This design comes from an exercise in tuning for small area, a short achievable clock period and few clock cycles per item on the open sky130 flow, not from production work.
Function was checked by simulation only, so behaviour that the tests miss may differ from the original.

==> run a: inputs <==
// mm_kernel
module mm_kernel (
  input  logic                          ap_clk,
  input  logic                          areset,
  input  logic                          i_ap_start,
  input  logic [mm_pkg::PROD_CNT_W-1:0] i_num_products,
  input  logic                          i_beat_valid,
  input  logic [mm_pkg::BEAT_W-1:0]     i_beat,
  output logic                          o_ap_idle,
  output logic                          o_ap_done,
  output logic                          o_c_valid,
  output logic [mm_pkg::ROW_W-1:0]      o_c_row,
  output logic                          o_c_last
);
Settings: LEC_CHECK=0, CAP_MARGIN=20, CORE_MARGIN=2, CORE_UTILIZATION=62, SLEW_MARGIN=20, SYNTH_HIERARCHICAL=1, SYNTH_MINIMUM_KEEP_SIZE=0; clock period 10.5 ns.
standard.sh (not shown) runs the stock make flow with config.mk's settings and CLKGATE_MAP_FILE= SYNTH_SCRIPT=/design/flow/synth_recipe.tcl, a recipe that flattens the netlist after the stock synthesis.
==> flow/flow/run.sh <==
#!/bin/bash
# The standard layout, with timing repair aimed past the clock period:
# repair_timing works until the setup slack reaches SETUP_SLACK_MARGIN, so the
# layout is optimised for a shorter period than the constraint asks for.
# The clock, the constraints and every other step are the standard ones.
set -euo pipefail
MARGIN=${MARGIN:-7.1}
bash standard.sh SETUP_SLACK_MARGIN=$MARGIN TNS_END_PERCENT=10 finish > flow_make.log 2>&1
==> inputs of run b, as changes to run a <==
==> flow/flow/run.sh (replaced) <==
#!/bin/bash
# The standard layout, with timing repair aimed past the clock period:
# repair_timing works until the setup slack reaches SETUP_SLACK_MARGIN, so the
# layout is optimised for a shorter period than the constraint asks for.
# Antenna repair after detailed routing gets more rounds than the default five.
# The clock, the constraints and every other step are the standard ones.
set -euo pipefail
MARGIN=${MARGIN:-7.1}
bash standard.sh SETUP_SLACK_MARGIN=$MARGIN TNS_END_PERCENT=10 MAX_REPAIR_ANTENNAS_ITER_DRT=10 finish > flow_make.log 2>&1
CORE_UTILIZATION = 60   (was 62)
==> inputs of run c, as changes to run a <==
--- a/flow/design.v
+++ b/flow/design.v
@@ -81,14 +81,15 @@
   logic        open_q;
   logic        first_q;
   logic        last_q;
   logic        final_q;
   logic [LW-1:0] a_in  [N];
   logic [LW-1:0] a_q   [N][N-1];
   logic [23:0]   enc   [N];
+  logic [23:0]   dig_q [N];
   logic [63:0]   b_q   [N];
   logic [N-2:1]  first_d;
   assign beat_accept = i_beat_valid & i_run_active;
   assign beat_last   = i_beat[0];
   always_comb begin
     for (int r = 0; r < N; r++) begin
       a_in[r] = i_beat[1 + N*LW + r*LW +: LW] & {LW{beat_accept}};
@@ -128,25 +129,28 @@
   always_ff @(posedge ap_clk) begin
     for (int r = 1; r < N; r++) begin
       a_q[r][0] <= a_in[r];
       for (int k = 1; k < N-1; k++) begin
         if (k < r) a_q[r][k] <= a_q[r][k-1];
       end
     end
+    for (int r = 0; r < N; r++) begin
+      dig_q[r] <= enc[r];
+    end
     b_q[0] <= i_beat[1 +: 64];
     for (int k = 1; k < N; k++) begin
       b_q[k] <= b_q[k-1];
     end
     first_d[1] <= first_q;
     for (int k = 2; k < N-1; k++) begin
       first_d[k] <= first_d[k-1];
     end
   end
   for (genvar r = 0; r < N; r++) begin : g_out
-    assign o_dig[24*r +: 24] = enc[r];
+    assign o_dig[24*r +: 24] = dig_q[r];
     assign o_b[64*r +: 64]   = b_q[r];
   end
   assign o_first = {first_d, first_q, ~areset & beat_accept & open_q};
   assign o_last  = last_q;
   assign o_final = final_q;
 endmodule
 `timescale 1ns/1ps
@@ -737,123 +741,75 @@
   assign acc_d[56] = t309;
   always_ff @(posedge ap_clk) begin
     acc_q <= acc_d;
   end
   assign o_s = acc0_q;
   assign o_c = acc1_q;
 endmodule
-module mm_dig (
-  input  logic        ap_clk,
-  input  logic [23:0] d,
-  output logic [23:0] q
-);
-  always_ff @(posedge ap_clk) begin
-    q <= d;
-  end
-endmodule
 module mm_execute (
   input  logic                     ap_clk,
   input  logic [4*24-1:0]          i_dig,
   input  logic [4*64-1:0]          i_b,
   input  logic [3:0]               i_first,
   output logic [mm_pkg::MAT_W-1:0] o_s,
   output logic [mm_pkg::MAT_W-1:0] o_c
 );
   localparam int N = mm_pkg::MATRIX_DIM;
   for (genvar r = 0; r < N; r++) begin : g_row
-    logic [23:0] dig [N/2];
-    for (genvar p = 0; p < N/2; p++) begin : g_pair
-      mm_dig u_dig (
-        .ap_clk (ap_clk),
-        .d      (i_dig[24*r +: 24]),
-        .q      (dig[p])
-      );
-    end
     for (genvar c = 0; c < N; c++) begin : g_col
       mm_mac u_mac (
         .ap_clk (ap_clk),
-        .one    (dig[c/2][7:0]),
-        .two    (dig[c/2][15:8]),
-        .neg    (dig[c/2][23:16]),
+        .one    (i_dig[24*r +: 8]),
+        .two    (i_dig[24*r + 8 +: 8]),
+        .neg    (i_dig[24*r + 16 +: 8]),
         .b      (i_b[64*r + 16*c +: 16]),
         .first_in (i_first[r]),
         .o_s    (o_s[128*r + 32*c +: 32]),
         .o_c    (o_c[128*r + 32*c +: 32])
       );
     end
   end
 endmodule
 `timescale 1ns/1ps
-module mm_result_col (
-  input  logic                  ap_clk,
-  input  logic                  areset,
-  input  logic                  i_last,
-  input  logic [4*32-1:0]       i_s,
-  input  logic [4*32-1:0]       i_c,
-  output logic [31:0]           o_sum
-);
-  localparam int N  = mm_pkg::MATRIX_DIM;
-  localparam int AW = mm_pkg::ACC_W;
-  logic [N-1:0]  sel_q;
-  logic [AW-1:0] s_row;
-  logic [AW-1:0] c_row;
-  logic [AW-1:0] sum_q;
-  always_comb begin
-    s_row = '0;
-    c_row = '0;
-    for (int r = 0; r < N; r++) begin
-      s_row = s_row | (i_s[32*r +: 32] & mm_pkg::ACC_LIVE0 & {AW{sel_q[r]}});
-      c_row = c_row | (i_c[32*r +: 32] & mm_pkg::ACC_LIVE1 & {AW{sel_q[r]}});
-    end
-  end
-  always_ff @(posedge ap_clk) begin
-    sum_q <= s_row + c_row;
-  end
-  always_ff @(posedge ap_clk) begin
-    if (areset) begin
-      sel_q <= '0;
-    end else begin
-      sel_q <= {sel_q[N-2:0], i_last};
-    end
-  end
-  assign o_sum = sum_q;
-endmodule
 module mm_result (
   input  logic                     ap_clk,
   input  logic                     areset,
   input  logic                     i_last,
   input  logic                     i_final,
   input  logic [mm_pkg::MAT_W-1:0] i_s,
   input  logic [mm_pkg::MAT_W-1:0] i_c,
   output logic                     o_c_valid,
   output logic [mm_pkg::ROW_W-1:0] o_c_row,
   output logic                     o_c_last,
   output logic                     o_done
 );
   localparam int N  = mm_pkg::MATRIX_DIM;
-  logic [N-1:0] sel_q;
-  logic [N-1:0] fin_q;
-  logic         valid_q;
-  logic         last_q;
-  logic         done_q;
-  for (genvar c = 0; c < N; c++) begin : g_col
-    logic [4*32-1:0] s_col;
-    logic [4*32-1:0] c_col;
-    for (genvar r = 0; r < N; r++) begin : g_row
-      assign s_col[32*r +: 32] = i_s[128*r + 32*c +: 32];
-      assign c_col[32*r +: 32] = i_c[128*r + 32*c +: 32];
-    end
-    mm_result_col u_col (
-      .ap_clk (ap_clk),
-      .areset (areset),
-      .i_last (i_last),
-      .i_s    (s_col),
-      .i_c    (c_col),
-      .o_sum  (o_c_row[32*c +: 32])
-    );
+  localparam int AW = mm_pkg::ACC_W;
+  logic [N-1:0]                sel_q;
+  logic [N-1:0]                fin_q;
+  logic [N-1:0][AW-1:0]        s_row;
+  logic [N-1:0][AW-1:0]        c_row;
+  logic [mm_pkg::ROW_W-1:0]    row_q;
+  logic                        valid_q;
+  logic                        last_q;
+  logic                        done_q;
+  always_comb begin
+    for (int c = 0; c < N; c++) begin
+      s_row[c] = '0;
+      c_row[c] = '0;
+      for (int r = 0; r < N; r++) begin
+        s_row[c] = s_row[c] | (i_s[128*r + 32*c +: 32] & mm_pkg::ACC_LIVE0 & {AW{sel_q[r]}});
+        c_row[c] = c_row[c] | (i_c[128*r + 32*c +: 32] & mm_pkg::ACC_LIVE1 & {AW{sel_q[r]}});
+      end
+    end
+  end
+  always_ff @(posedge ap_clk) begin
+    for (int c = 0; c < N; c++) begin
+      row_q[32*c +: 32] <= s_row[c] + c_row[c];
+    end
   end
   always_ff @(posedge ap_clk) begin
     if (areset) begin
       sel_q   <= '0;
       fin_q   <= '0;
       valid_q <= 1'b0;
       last_q  <= 1'b0;
@@ -863,14 +819,15 @@
       fin_q   <= {fin_q[N-2:0], i_final};
       valid_q <= |sel_q;
       last_q  <= sel_q[N-1];
       done_q  <= sel_q[N-1] & fin_q[N-1];
     end
   end
   assign o_c_valid = valid_q;
+  assign o_c_row   = row_q;
   assign o_c_last  = last_q;
   assign o_done    = done_q;
 endmodule
 `timescale 1ns/1ps
 module mm_kernel (
   input  logic                          ap_clk,
   input  logic                          areset,
==> flow/flow/run.sh (replaced) <==
#!/bin/bash
# The standard layout, with timing repair aimed past the clock period:
# repair_timing works until the setup slack reaches SETUP_SLACK_MARGIN, so the
# layout is optimised for a shorter period than the constraint asks for.
# The clock, the constraints and every other step are the standard ones.
set -euo pipefail
MARGIN=${MARGIN:-7.2}
bash standard.sh SETUP_SLACK_MARGIN=$MARGIN TNS_END_PERCENT=10 finish > flow_make.log 2>&1
CORE_UTILIZATION = 66   (was 62)
==> impl_metrics.ini <==
[run_status]
status = complete, but fails checks
so_faults = antenna violations

[cells_and_area]
fillers = 18100
layout.nets = 14900
final_cell_mix = fa_1, xnor2_1, a22oi_1

[yosys]
syn_inst = 12700
synth_area_um2 = 148000

[worst_setup_path]
reg2reg_from = u_decode.b_q[2][37]
cpLargestDelayFamily = flip-flops
path_depth = 1

[placement]
gp_congestion = 0.998
placed_area_um2 = 145000

[grt]
grt_max_degree = 66
grt_pass1_wl_um = 735000

[route]
antenna_left = 1

[timing]
timing.hold.ws_ns = 0.290

[power_and_ir_drop]
power_mw = 38.3

[floorplan]
row_count = 179

[worst_hold_path]
min-delay-start = u_decode.a_q[6][3]
That was run a.
==> impl_metrics.ini <==
[placement]
placed_area_um2 = 141000
gp_congestion = 1.01

[cells_and_area]
layout.nets = 15100
fillers = 14600
final_cell_mix = fa_1, xnor2_1, a22oi_1

[worst_setup_path]
reg2reg_from = u_result.sel_q[0]
path_depth = 13

[route]
antenna_left = 0

[run_status]
status = finished clean

[timing]
timing.hold.ws_ns = 0.323

[yosys]
synth_area_um2 = 145000
syn_inst = 12400

[worst_hold_path]
min-delay-start = u_decode.a_q[10][0]

[grt]
grt_pass1_wl_um = 839000
grt_max_degree = 59
That was run c.
==> impl_metrics.ini <==
[run_status]
status = finished clean

[route]
antenna_left = 0

[worst_setup_path]
path_depth = 1
cpLargestDelayFamily = flip-flops
reg2reg_from = u_execute.g_row[2].g_col[3].u_mac.first_q

[power_and_ir_drop]
power_mw = 38.6

[cells_and_area]
layout.nets = 14900
final_cell_mix = fa_1, xnor2_1, a22oi_1

[yosys]
synth_area_um2 = 148000

[floorplan]
row_count = 182

[placement]
gp_congestion = 1.01
That was run b.
Testbench counts of run a, summed over its fixed seeds: cycles 4,588, products 286.
Testbench counts of run b, summed over its fixed seeds: cycles 4,588, products 286.
Testbench counts of run c, summed over its fixed seeds: cycles 4,588, products 286.

[static timing again, ports no longer ideal]
How much do the figures lean on ideal ports? The routed layouts below were timed once more, with nothing changed but the port constraints. Step 1 sets driving cells, clkbuf_16 on the clock port and buf_2 on the other inputs (assumed; they add their load-dependent delay and slew). Step 2 moves the port delays by t, midway between the first and last clock arrival at a register: inputs arrive t later, outputs are due t later. That takes back most of the time a late clock gives input paths. Slacks: ideal ports / drivers / drivers and shift; pairs: ideal ports / drivers.
| run | shift t [ns] | setup WS [ns] | clock arrival spread, ns | worst register clock-pin slew, ns |
|---|---|---|---|---|
| run a | 0.962 | 6.973 / 6.870 / 6.331 | 0.069 / 0.070 | 0.07 / 0.07 |
| run b | 0.979 | 6.955 / 6.844 / 6.212 | 0.039 / 0.040 | 0.07 / 0.07 |
| run c | 0.978 | 6.919 / 6.875 / 6.412 | 0.039 / 0.039 | 0.07 / 0.07 |
For run b, which loses most, drivers alone change the setup slack by -0.111 ns; drivers and shift together by -0.743 ns.
